From an optimization exercise on the open Yosys and OpenROAD flow, aimed at small area and a short achievable clock period; shortcuts taken in it are not production practice.
Function was checked by simulation only, so behaviour that the tests miss may differ from the original.
Power and IR drop assume default switching activity.

## lane 1
==> flow/design.v <==
module gshare_ras_ongorucu #(
  parameter int ADR_BIT      = 32,
  parameter int BTB_DERINLIK = 32,
  parameter int GHR_BIT      = 8,
  parameter int RAS_DERINLIK = 4,
  localparam int IDX = $clog2(BTB_DERINLIK),
  localparam int RP  = $clog2(RAS_DERINLIK)
) (
  input  logic               clk_g,
  input  logic               rst_g,
  input  logic               i_gecerli,
  input  logic [ADR_BIT-1:0] i_buyruk_adresi,
  input  logic               i_is_branch,
  input  logic               i_is_jal,
  input  logic               i_is_jalr,
  input  logic               i_is_call,
  input  logic               i_is_ret,
  input  logic               i_is_comp,
  input  logic [ADR_BIT-1:0] i_jal_hedef,
  output logic               o_gecerli,
  output logic               o_buyruk_ongoru,
  output logic [ADR_BIT-1:0] o_atlanan_adres,
  output logic [GHR_BIT-1:0] o_ghr_ckpt,
  output logic [RP:0]        o_ras_ckpt,
  input  logic               i_guncelle_gecerli,
  input  logic [ADR_BIT-1:0] i_g_adres,
  input  logic               i_g_branch,
  input  logic               i_g_jalr,
  input  logic               i_g_atladi,
  input  logic [ADR_BIT-1:0] i_g_hedef,
  input  logic               i_g_yanlis,
  input  logic [GHR_BIT-1:0] i_g_ghr_ckpt,
  input  logic [RP:0]        i_g_ras_ckpt
);
  localparam logic [RP:0]   RAS_FULL = RAS_DERINLIK[RP:0];
  localparam logic [RP-1:0] PTR_ONE  = RP'(1);
  localparam logic [RP:0]   CNT_ONE  = (RP+1)'(1);
  logic [BTB_DERINLIK-1:0] ctr_hi, ctr_lo_n, btb_valid;
  logic [ADR_BIT-1:0] btb_target [BTB_DERINLIK];
  logic [GHR_BIT-1:0] ghr;
  logic [ADR_BIT-1:0] ras        [RAS_DERINLIK];
  logic [RAS_DERINLIK-1:0] ras_wr;
  logic [RP-1:0]      ras_ptr;
  logic [RP:0]        ras_cnt;
  logic [IDX-1:0]     p_idx, u_idx;
  logic [ADR_BIT-1:0] fall_thru, p_target, ras_top, other_tgt, btb_tgt;
  logic               p_taken, fire, repair, pop_ok, ras_hit, jalr_btb, btb_hit;
  logic [RP-1:0]      ptr_pop, ptr_nxt;
  logic [RP:0]        cnt_pop, cnt_nxt;
  logic [BTB_DERINLIK-1:0] p_dec, u_dec, p_sel;
  logic               unused_ok;
  assign repair    = i_guncelle_gecerli & i_g_yanlis;
  assign fire      = i_gecerli & ~repair;
  assign p_idx     = i_buyruk_adresi[IDX+1:2] ^ ghr[IDX-1:0];
  assign u_idx     = i_g_adres[IDX+1:2] ^ i_g_ghr_ckpt[IDX-1:0];
  assign fall_thru = i_buyruk_adresi + {{(ADR_BIT-3){1'b0}}, ~i_is_comp, i_is_comp, 1'b0};
  assign unused_ok = ^{i_g_adres[ADR_BIT-1:IDX+2], i_g_adres[1:0]};
  assign ras_top   = ras_wr[ras_ptr] ? ras[ras_ptr] : '0;
  assign ras_hit  = i_is_ret && ras_cnt != '0;
  assign jalr_btb = ~i_is_jal & i_is_jalr & ~ras_hit;
  always_comb begin
    for (int i = 0; i < BTB_DERINLIK; i++) begin
      p_dec[i] = (p_idx == IDX'(i));
      u_dec[i] = (u_idx == IDX'(i));
      p_sel[i] = p_dec[i] & btb_valid[i] & (i_is_branch ? ctr_hi[i] : jalr_btb);
    end
    btb_tgt = '0;
    for (int i = 0; i < BTB_DERINLIK; i++) btb_tgt = btb_tgt | ({ADR_BIT{p_sel[i]}} & btb_target[i]);
  end
  assign btb_hit = |p_sel;
  always_comb begin
    other_tgt = fall_thru;
    if (!i_is_branch) begin
      if (i_is_jal)                  other_tgt = i_jal_hedef;
      else if (i_is_jalr && ras_hit) other_tgt = ras_top;
    end
  end
  assign p_taken  = btb_hit | (~i_is_branch & (i_is_jal | (i_is_jalr & ras_hit)));
  assign p_target = btb_tgt | ({ADR_BIT{~btb_hit}} & other_tgt);
  always_comb begin
    pop_ok  = ras_hit;
    ptr_pop = pop_ok ? ras_ptr - PTR_ONE : ras_ptr;
    cnt_pop = pop_ok ? ras_cnt - CNT_ONE : ras_cnt;
    ptr_nxt = ptr_pop;
    cnt_nxt = cnt_pop;
    if (i_is_call) begin
      ptr_nxt = ptr_pop + PTR_ONE;
      if (cnt_pop != RAS_FULL) cnt_nxt = cnt_pop + CNT_ONE;
    end
  end
  always_ff @(posedge clk_g or negedge rst_g) begin
    if (!rst_g) begin
      ctr_hi    <= '0;
      ctr_lo_n  <= '0;
      btb_valid <= '0;
      ras_wr    <= '0;
      ghr       <= '0;
      ras_ptr   <= '0;
      ras_cnt   <= '0;
      o_gecerli <= 1'b0;
    end else begin
      for (int i = 0; i < BTB_DERINLIK; i++) begin
        if (i_guncelle_gecerli && i_g_branch && u_dec[i]) begin
          if (i_g_atladi) begin
            ctr_hi[i]   <= ctr_hi[i] | ~ctr_lo_n[i];
            ctr_lo_n[i] <= ~ctr_hi[i] & ~ctr_lo_n[i];
          end else begin
            ctr_hi[i]   <= ctr_hi[i] & ~ctr_lo_n[i];
            ctr_lo_n[i] <= ~ctr_hi[i] | ~ctr_lo_n[i];
          end
        end
        if (i_guncelle_gecerli && (i_g_atladi || i_g_jalr) && u_dec[i]) btb_valid[i] <= 1'b1;
      end
      if (repair) begin
        ghr     <= i_g_branch ? {i_g_ghr_ckpt[GHR_BIT-2:0], i_g_atladi} : i_g_ghr_ckpt;
        ras_ptr <= i_g_ras_ckpt[RP:1];
        ras_cnt <= i_g_ras_ckpt[0] ? RAS_FULL : '0;
      end else if (fire) begin
        if (i_is_branch) ghr <= {ghr[GHR_BIT-2:0], p_taken};
        if (i_is_call) ras_wr[ptr_nxt] <= 1'b1;
        ras_ptr <= ptr_nxt;
        ras_cnt <= cnt_nxt;
      end
      o_gecerli <= fire;
    end
  end
  always_ff @(posedge clk_g) begin
    for (int i = 0; i < BTB_DERINLIK; i++)
      if (i_guncelle_gecerli && (i_g_atladi || i_g_jalr) && u_dec[i]) btb_target[i] <= i_g_hedef;
    if (fire && i_is_call) ras[ptr_nxt] <= fall_thru;
  end
  always_ff @(posedge clk_g) begin
    o_buyruk_ongoru <= p_taken;
    o_atlanan_adres <= p_target;
    o_ghr_ckpt      <= ghr;
    o_ras_ckpt      <= {ras_ptr, ras_cnt != '0};
  end
endmodule
export LEC_CHECK = 0
export CAP_MARGIN = 20
export CORE_MARGIN = 2
export CORE_UTILIZATION = 40
export SLEW_MARGIN = 20
create_clock -name core_clock -period 5.5 [get_ports {clk_g}]
run.sh (not shown) runs the stock make flow with config.mk's settings and CLKGATE_MAP_FILE= SYNTH_SCRIPT=/design/flow/synth_recipe.tcl, a recipe that flattens the netlist after the stock synthesis.
diff inputs: lane 1 => lane 2
--- a/flow/config.mk
+++ b/flow/config.mk
@@ -6,6 +6,10 @@
 export NUM_CORES = 4
 export LEC_CHECK = 0
+export ABC_AREA = 1
 export CAP_MARGIN = 20
 export CORE_MARGIN = 2
 export CORE_UTILIZATION = 40
+export CTS_CLUSTER_DIAMETER = 90
+export CTS_CLUSTER_SIZE = 26
+export SETUP_SLACK_MARGIN = 2.8
 export SLEW_MARGIN = 20
## What came out
Lane 2 vs. lane 1: total stage count of the critical path went up by 5. ~same sequential power in lane 2 and lane 1. Between lane 2 and lane 1, the area after synthesis is lower for lane 1. Synthesized cell count came out higher on lane 2 than on lane 1. Diff lane 1 -> lane 2 | H-tree level count | decrease of 2. Lane 2 vs. lane 1: initial antenna violation count saw a decrease, sequential share of layout area saw a decrease, count of plain and timing-repair buffers in the layout saw an increase, cell total after placement saw an increase.

// gshare_ras_ongorucu: RTL as listed in full above, without the edits since
export LEC_CHECK = 0
export CAP_MARGIN = 20
export CORE_MARGIN = 2
export CORE_UTILIZATION = 40
export CTS_CLUSTER_DIAMETER = 70
export CTS_CLUSTER_SIZE = 24
export SETUP_SLACK_MARGIN = 3.2
export SLEW_MARGIN = 20
create_clock -name core_clock -period 5.5 [get_ports {clk_g}]
==> next run, changes <==
CTS_CLUSTER_DIAMETER = not set   (was 70)
CTS_CLUSTER_SIZE = not set   (was 24)
SETUP_SLACK_MARGIN = 2.5   (was 3.2)
What happened:
- worst hold slack improved by 0.11 ns
- maximum frequency shrinks by about 2.2%
- non-clock buffer count drops by 194
- die area stays the same
- total power rose by about 8%
- setup slack gets worse by 0.068 ns
- count of clock-buffer cells in the layout climbs by 82
==> next run, changes <==
CTS_CLUSTER_DIAMETER = 90   (was not set)
CTS_CLUSTER_SIZE = 26   (was not set)
SETUP_SLACK_MARGIN = 3.2   (was 2.5)
Core utilization increases by 0.94 points.
Clock skew came out higher by 0.0057 ns.
Power is lower by 12%.
Wire length rises by 6.5%.
Sequential power barely changes.
Clock-buffer cell count shrinks by 82.
Via count goes up by about 2.1%.
Global-route usage increases by 1.5 points.
Flip-flop and latch count is unchanged.
Worst hold slack loses 0.14 ns.
==> next run, changes <==
ABC_AREA = 1   (was not set)
CTS_CLUSTER_DIAMETER = 80   (was 90)
CTS_CLUSTER_SIZE = 24   (was 26)
SETUP_SLACK_MARGIN = 2.6   (was 3.2)
=>
- total power goes down by about 1.6%
- die area goes up by about 3.5%
- setup slack loses 0.041 ns
- routed wire length goes down by about 1.6%
- non-clock buffer count goes down by 158
- core utilization goes down by 3.2 points
- register-to-register slack gains 0.03 ns
- via count goes up by 8.4%
==> next run, changes <==
==> flow/flow/run.sh (new file) <==
#!/bin/bash
# Standard ORFS layout, with plain buffers on the ports (instead of the delay cells
# buffer_ports picks by default) and a clock tree without dummy loads.
set -euo pipefail
export BUFFER_PORTS_ARGS="-buffer_cell sky130_fd_sc_hd__buf_2"
export CTS_ARGS="-sink_clustering_enable -repair_clock_nets -dont_use_dummy_load"
bash standard.sh finish > standard_flow.log 2>&1
==> flow/standard.sh (new file) <==
#!/bin/bash
# synth_recipe.tcl (not shown) runs the flow's synth.tcl, then flattens the netlist and writes it again
# the make line also repeats each setting of config.mk as NAME=value (left out here)
make -C /OpenROAD-flow-scripts/flow DESIGN_CONFIG=/design/flow/config.mk WORK_HOME=/design/flow/orfs CLKGATE_MAP_FILE= SYNTH_SCRIPT=/design/flow/synth_recipe.tcl "${@:-finish}"
ABC_AREA = not set   (was 1)
CTS_CLUSTER_DIAMETER = not set   (was 80)
CTS_CLUSTER_SIZE = not set   (was 24)
SETUP_SLACK_MARGIN = 3.2   (was 2.6)
removed: flow/run.sh
After rerunning: Clock power went up by 40%. Register-to-register slack degrades by 0.07 ns. Global-route usage came out higher by 1.8 points. First-iteration DRC count grows by 3.3%. Total power grows by 13%. Die area is lower by 3.4%. Clock-buffer cell count grows by 52. Via count went down by 5.5%. Final area climbs by 4.2%.
==> next run, changes <==
==> flow/run.sh (new file) <==
#!/bin/bash
# synth_recipe.tcl (not shown) runs the flow's synth.tcl, then flattens the netlist and writes it again
# the make line also repeats each setting of config.mk as NAME=value (left out here)
make -C /OpenROAD-flow-scripts/flow DESIGN_CONFIG=/design/flow/config.mk WORK_HOME=/design/flow/orfs CLKGATE_MAP_FILE= SYNTH_SCRIPT=/design/flow/synth_recipe.tcl finish
TNS_END_PERCENT = 10   (was not set)
removed: flow/flow/run.sh
removed: flow/standard.sh
Outcome:
- The changed run ran to the end with no violations
- design area goes up by 0.32%
- total power goes up by 3.8%
- routed wire length goes down by 3.8%
- worst hold slack stays flat
- die area stays the same

## afterwards: timing with drivers on the ports
The results above use ideal ports. As a check the final layouts listed here were re-extracted and re-timed, cells and wires unchanged. Step 1 assumes that a clkbuf_16 drives the clock port and a buf_2 every other input. Step 2 times the ports against the registers' clock, not the clock port: input delays grow and output delays shrink by t, the midpoint of the rising clock arrivals with the driver on. Slacks: ideal ports / drivers / drivers and shift; pairs: ideal ports / drivers.
run | t (ns) | setup WS [ns] | latest minus earliest clock arrival (ns) | slew at the worst register clock pin (ns) | worst slew at a driven data input, ns
lane 1 | 0.803 | 1.292 / 1.327 / 0.524 | 0.027 / 0.027 | 0.07 / 0.07 | 0.13
lane 2 | 0.788 | 2.774 / 2.766 / 2.034 | 0.047 / 0.046 | 0.11 / 0.11 | 0.13
the first run of note 2 | 0.752 | 2.539 / 2.557 / 1.805 | 0.046 / 0.047 | 0.10 / 0.10 | 0.17
the second run of note 2 | 0.805 | 2.472 / 2.469 / 1.696 | 0.032 / 0.032 | 0.07 / 0.07 | 0.14
the third run of note 2 | 0.792 | 2.637 / 2.654 / 1.862 | 0.042 / 0.042 | 0.11 / 0.11 | 0.17
the fourth run of note 2 | 0.738 | 2.596 / 2.592 / 1.898 | 0.045 / 0.045 | 0.10 / 0.10 | 0.11
the fifth run of note 2 | 0.790 | 2.583 / 2.611 / 1.821 | 0.103 / 0.103 | 0.06 / 0.06 | 0.18
the sixth run of note 2 | 0.816 | 2.537 / 2.545 / 1.753 | 0.031 / 0.030 | 0.07 / 0.07 | 0.14
After both steps setup and hold are still met in every run listed. For the sixth run of note 2, which loses most, drivers alone change the setup slack by +0.008 ns; drivers and shift together by -0.784 ns.
